This is an optimization exercise on Yosys and OpenROAD, whose aim is small area, not a production implementation.
In this exercise RTL edits were held to simulation tests only and were not proved equivalent to the original.

==> run H <==
## register_file
module register_file #(
    parameter int unsigned XLEN  = 32,
    parameter int unsigned NREG  = 32,
    parameter int unsigned CNT_W = 32
) (
    input  logic                     clk,
    input  logic                     rst,
    input  logic                     RegWriteW,
    input  logic [$clog2(NREG)-1:0]  RdW,
    input  logic [XLEN-1:0]          ResultW,
    input  logic [$clog2(NREG)-1:0]  A1,
    input  logic [$clog2(NREG)-1:0]  A2,
    output logic [XLEN-1:0]          RD1,
    output logic [XLEN-1:0]          RD2,
    input  logic [$clog2(NREG)-1:0]  DbgA,
    output logic [XLEN-1:0]          DbgRD,
    output logic [CNT_W-1:0]         WriteCount
);
==> module register_file, before the edit <==
module register_file #(
    parameter int unsigned XLEN  = 32,
    parameter int unsigned NREG  = 32,
    parameter int unsigned CNT_W = 32
) (
    input  logic                     clk,
    input  logic                     rst,
    input  logic                     RegWriteW,
    input  logic [$clog2(NREG)-1:0]  RdW,
    input  logic [XLEN-1:0]          ResultW,
    input  logic [$clog2(NREG)-1:0]  A1,
    input  logic [$clog2(NREG)-1:0]  A2,
    output logic [XLEN-1:0]          RD1,
    output logic [XLEN-1:0]          RD2,
    input  logic [$clog2(NREG)-1:0]  DbgA,
    output logic [XLEN-1:0]          DbgRD,
    output logic [CNT_W-1:0]         WriteCount
);
    logic [31:1]      regs [XLEN];
    logic [31:1]      regs_d [XLEN];
    logic [CNT_W-1:0] write_count;
    logic [CNT_W-1:0] count_d;
    logic [CNT_W:0]   carry;
    logic             write_fire;
    logic             rst_n;
    logic [XLEN-1:0]  wdata [2];
    logic [31:1]      wen [2];
    logic [31:1]      wen_n [2];
    logic [31:1]      sel1 [2];
    logic [31:1]      sel2 [2];
    logic [31:1]      seld [2];
    logic [3:0]       wlo_n, lo1_n, lo2_n, lod_n;
    logic [7:0]       whi_n, hi1_n, hi2_n, hid_n;
    logic [3:0]       wlo_rn;
    logic [7:0]       whi_rn;
    assign write_fire = RegWriteW && (RdW != '0);
    assign rst_n = ~rst;
    rf_predec u_pw (.a(RdW),  .lo_n(wlo_n), .hi_n(whi_n));
    rf_predec u_p1 (.a(A1),   .lo_n(lo1_n), .hi_n(hi1_n));
    rf_predec u_p2 (.a(A2),   .lo_n(lo2_n), .hi_n(hi2_n));
    rf_predec u_pd (.a(DbgA), .lo_n(lod_n), .hi_n(hid_n));
    assign wlo_rn = (wlo_n | {4{~RegWriteW}}) & {4{rst_n}};
    assign whi_rn = whi_n & {8{rst_n}};
    for (genvar h = 0; h < 2; h++) begin : g_half
        rf_dec u_d1 (.lo_n(lo1_n), .hi_n(hi1_n), .sel(sel1[h]));
        rf_dec u_d2 (.lo_n(lo2_n), .hi_n(hi2_n), .sel(sel2[h]));
        rf_dec u_dd (.lo_n(lod_n), .hi_n(hid_n), .sel(seld[h]));
        rf_dec u_dw (.lo_n(wlo_rn), .hi_n(whi_rn), .sel(wen[h]));
        for (genvar i = 1; i < 32; i++) begin : g_wen
            rf_inv u_n (.a(wen[h][i]), .y(wen_n[h][i]));
        end
        for (genvar j = 0; j < XLEN; j++) begin : g_wd
            rf_and2 u_wd (.a(ResultW[j]), .b(rst_n), .y(wdata[h][j]));
        end
    end
    for (genvar j = 0; j < XLEN; j++) begin : g_bit
        localparam int H = (j < XLEN / 2) ? 0 : 1;
        for (genvar i = 1; i < 32; i++) begin : g_row
            rf_hold u_hold (.en(wen[H][i]), .en_n(wen_n[H][i]), .d(wdata[(i < 16) ? 0 : 1][j]),
                            .q(regs[j][i]), .y(regs_d[j][i]));
        end
        always_ff @(posedge clk) begin
            regs[j] <= regs_d[j];
        end
        rf_rdbit u_rd1 (.s(regs[j]), .sel(sel1[H]), .y(RD1[j]));
        rf_rdbit u_rd2 (.s(regs[j]), .sel(sel2[H]), .y(RD2[j]));
        rf_rdbit u_rdd (.s(regs[j]), .sel(seld[H]), .y(DbgRD[j]));
    end
    assign carry[0] = write_fire;
    for (genvar b = 0; b < CNT_W; b++) begin : g_cnt
        rf_and2      u_c (.a(carry[b]), .b(write_count[b]), .y(carry[b+1]));
        rf_xnor_or_n u_d (.a(carry[b]), .b(write_count[b]), .c(rst), .y(count_d[b]));
    end
    always_ff @(posedge clk) begin
        write_count <= count_d;
    end
    assign WriteCount = write_count;
endmodule
clock: 6.5 ns
lec_check: 0
cap_margin: 10
core_margin: 2
core_utilization: 45
setup_slack_margin: 0.2
slew_margin: 10
synth_hierarchical: 1
standard.sh (not shown) runs the stock make flow with config.mk's settings and CLKGATE_MAP_FILE= SYNTH_SCRIPT=/design/flow/synth_recipe.tcl, a recipe that flattens the netlist after the stock synthesis.
==> flow/flow/run.sh <==
#!/bin/bash
# Standard ORFS layout (the standard.sh) with two changes: ports are
# buffered with the smallest buffer, and the clock tree is built from
# mid-size clock buffers in larger sink clusters, without dummy loads.
set -euo pipefail
W=$(pwd)
cat > "$W/own_config.mk" <<EOT
include $W/config.mk
export BUFFER_PORTS_ARGS = -buffer_cell sky130_fd_sc_hd__buf_1
export CTS_ARGS = -sink_clustering_enable -repair_clock_nets -dont_use_dummy_load -sink_clustering_size 30 -sink_clustering_max_diameter 100 -buf_list {sky130_fd_sc_hd__clkbuf_8 sky130_fd_sc_hd__clkbuf_16}
EOT
sed "s#DESIGN_CONFIG=[^ ]*#DESIGN_CONFIG=$W/own_config.mk#" standard.sh > own_standard.sh
bash own_standard.sh finish > "$W/orfs_make.log" 2>&1
==> inputs of run X, as changes to run H <==
--- a/flow/design.v
+++ b/flow/design.v
@@ -26,6 +26,12 @@
 endmodule
 module rf_and2 (input logic a, input logic b, output logic y);
     assign y = a & b;
+endmodule
+module rf_and3 (input logic [2:0] a, output logic y);
+    assign y = &a;
+endmodule
+module rf_and4 (input logic [3:0] a, output logic y);
+    assign y = &a;
 endmodule
 module rf_inv (input logic a, output logic y);
     assign y = ~a;
@@ -139,9 +145,16 @@
         rf_rdbit u_rd2 (.s(regs[j]), .sel(sel2[H]), .y(RD2[j]));
         rf_rdbit u_rdd (.s(regs[j]), .sel(seld[H]), .y(DbgRD[j]));
     end
+    logic [CNT_W/4-1:0] grp_ones;
     assign carry[0] = write_fire;
+    for (genvar g = 0; g < CNT_W / 4; g++) begin : g_grp
+        rf_and4 u_p  (.a(write_count[4*g +: 4]), .y(grp_ones[g]));
+        rf_and2 u_c1 (.a(carry[4*g]), .b(write_count[4*g]), .y(carry[4*g+1]));
+        rf_and3 u_c2 (.a({carry[4*g], write_count[4*g +: 2]}), .y(carry[4*g+2]));
+        rf_and4 u_c3 (.a({carry[4*g], write_count[4*g +: 3]}), .y(carry[4*g+3]));
+        rf_and2 u_c4 (.a(carry[4*g]), .b(grp_ones[g]), .y(carry[4*g+4]));
+    end
     for (genvar b = 0; b < CNT_W; b++) begin : g_cnt
-        rf_and2      u_c (.a(carry[b]), .b(write_count[b]), .y(carry[b+1]));
         rf_xnor_or_n u_d (.a(carry[b]), .b(write_count[b]), .c(rst), .y(count_d[b]));
     end
     always_ff @(posedge clk) begin
==> flow/flow/run.sh (replaced) <==
#!/bin/bash
# Standard ORFS layout (the standard.sh) with two changes: ports are
# buffered with the smallest buffer, and the clock tree is built from
# mid-size clock buffers in larger sink clusters, without dummy loads.
set -euo pipefail
W=$(pwd)
cat > "$W/own_config.mk" <<EOT
include $W/config.mk
export BUFFER_PORTS_ARGS = -buffer_cell sky130_fd_sc_hd__buf_1
export CTS_ARGS = -sink_clustering_enable -repair_clock_nets -dont_use_dummy_load -sink_clustering_size 30 -sink_clustering_max_diameter 80 -buf_list {sky130_fd_sc_hd__clkbuf_8 sky130_fd_sc_hd__clkbuf_16}
EOT
sed "s#DESIGN_CONFIG=[^ ]*#DESIGN_CONFIG=$W/own_config.mk#" standard.sh > own_standard.sh
bash own_standard.sh finish > "$W/orfs_make.log" 2>&1
CAP_MARGIN = 20   (was 10)
GPL_TIMING_DRIVEN = 0   (was not set)
PLACE_DENSITY = 0.75   (was not set)
SETUP_SLACK_MARGIN = 0.4   (was 0.2)
SLEW_MARGIN = 20   (was 10)
==> comparison table <==
	run H	run X
Run status	complete, but fails checks	finished clean
Reasons for failing layout checks	setup timing	-
Area of the core	96,850 um2	96,990 um2
Vert. Die Dim	316.8 um	317.1 um
Standard cell area after detailed placement	48,160 um2	47,350 um2
Synthesized area per cell	11.03 um2	11.03 um2
Netlist Area Pre-Place	44,040 um2	44,120 um2
Violation count after the first detailed-routing iteration	12,190	13,810
Layout Cells excl Fill	5,747	5,552
Final core area utilization	51.06%	50.33%
Count of cells resized by post-cts repair	4	0
Synthesized instance count	3,993	4,000
Number of multi-input combinational cells in the layout	2,901	2,908
Fraction of synthesized cell area in xor and xnor cells	0.6365%	0.6353%
Number of antenna violations at the first check in global routing	13	18
Critical setup path kind	in -> reg	in -> out
Endpoint kind of the worst setup timing path	flip-flop	output port
Sum of negative setup slack	-107.7 ps	0 ps

re-timing with driven ports:
The results above use ideal ports. As a check the final layouts listed here were re-extracted and re-timed, cells and wires unchanged.
Step 1 sets driving cells, clkbuf_16 on the clock port and buf_2 on the other inputs (assumed; they add their load-dependent delay and slew).
Step 2 also shifts input and output timing later by t, the mid clock arrival at the registers, as if the neighbouring blocks saw the same clock.
Three values: ideal, step 1, step 2; two values: the first two.
run	shift t [ns]	setup WS [ns]	worst register clock-pin slew, ns	cell pins on the clock port's net
run H	0.713	-0.079 / -0.042 / -0.754	0.12 / 0.12	1
run X	0.713	0.585 / 0.540 / 0.540	0.12 / 0.12	1
The setup slack of run H, which loses most, moves by +0.037 ns with the drivers and by -0.675 ns with both steps.
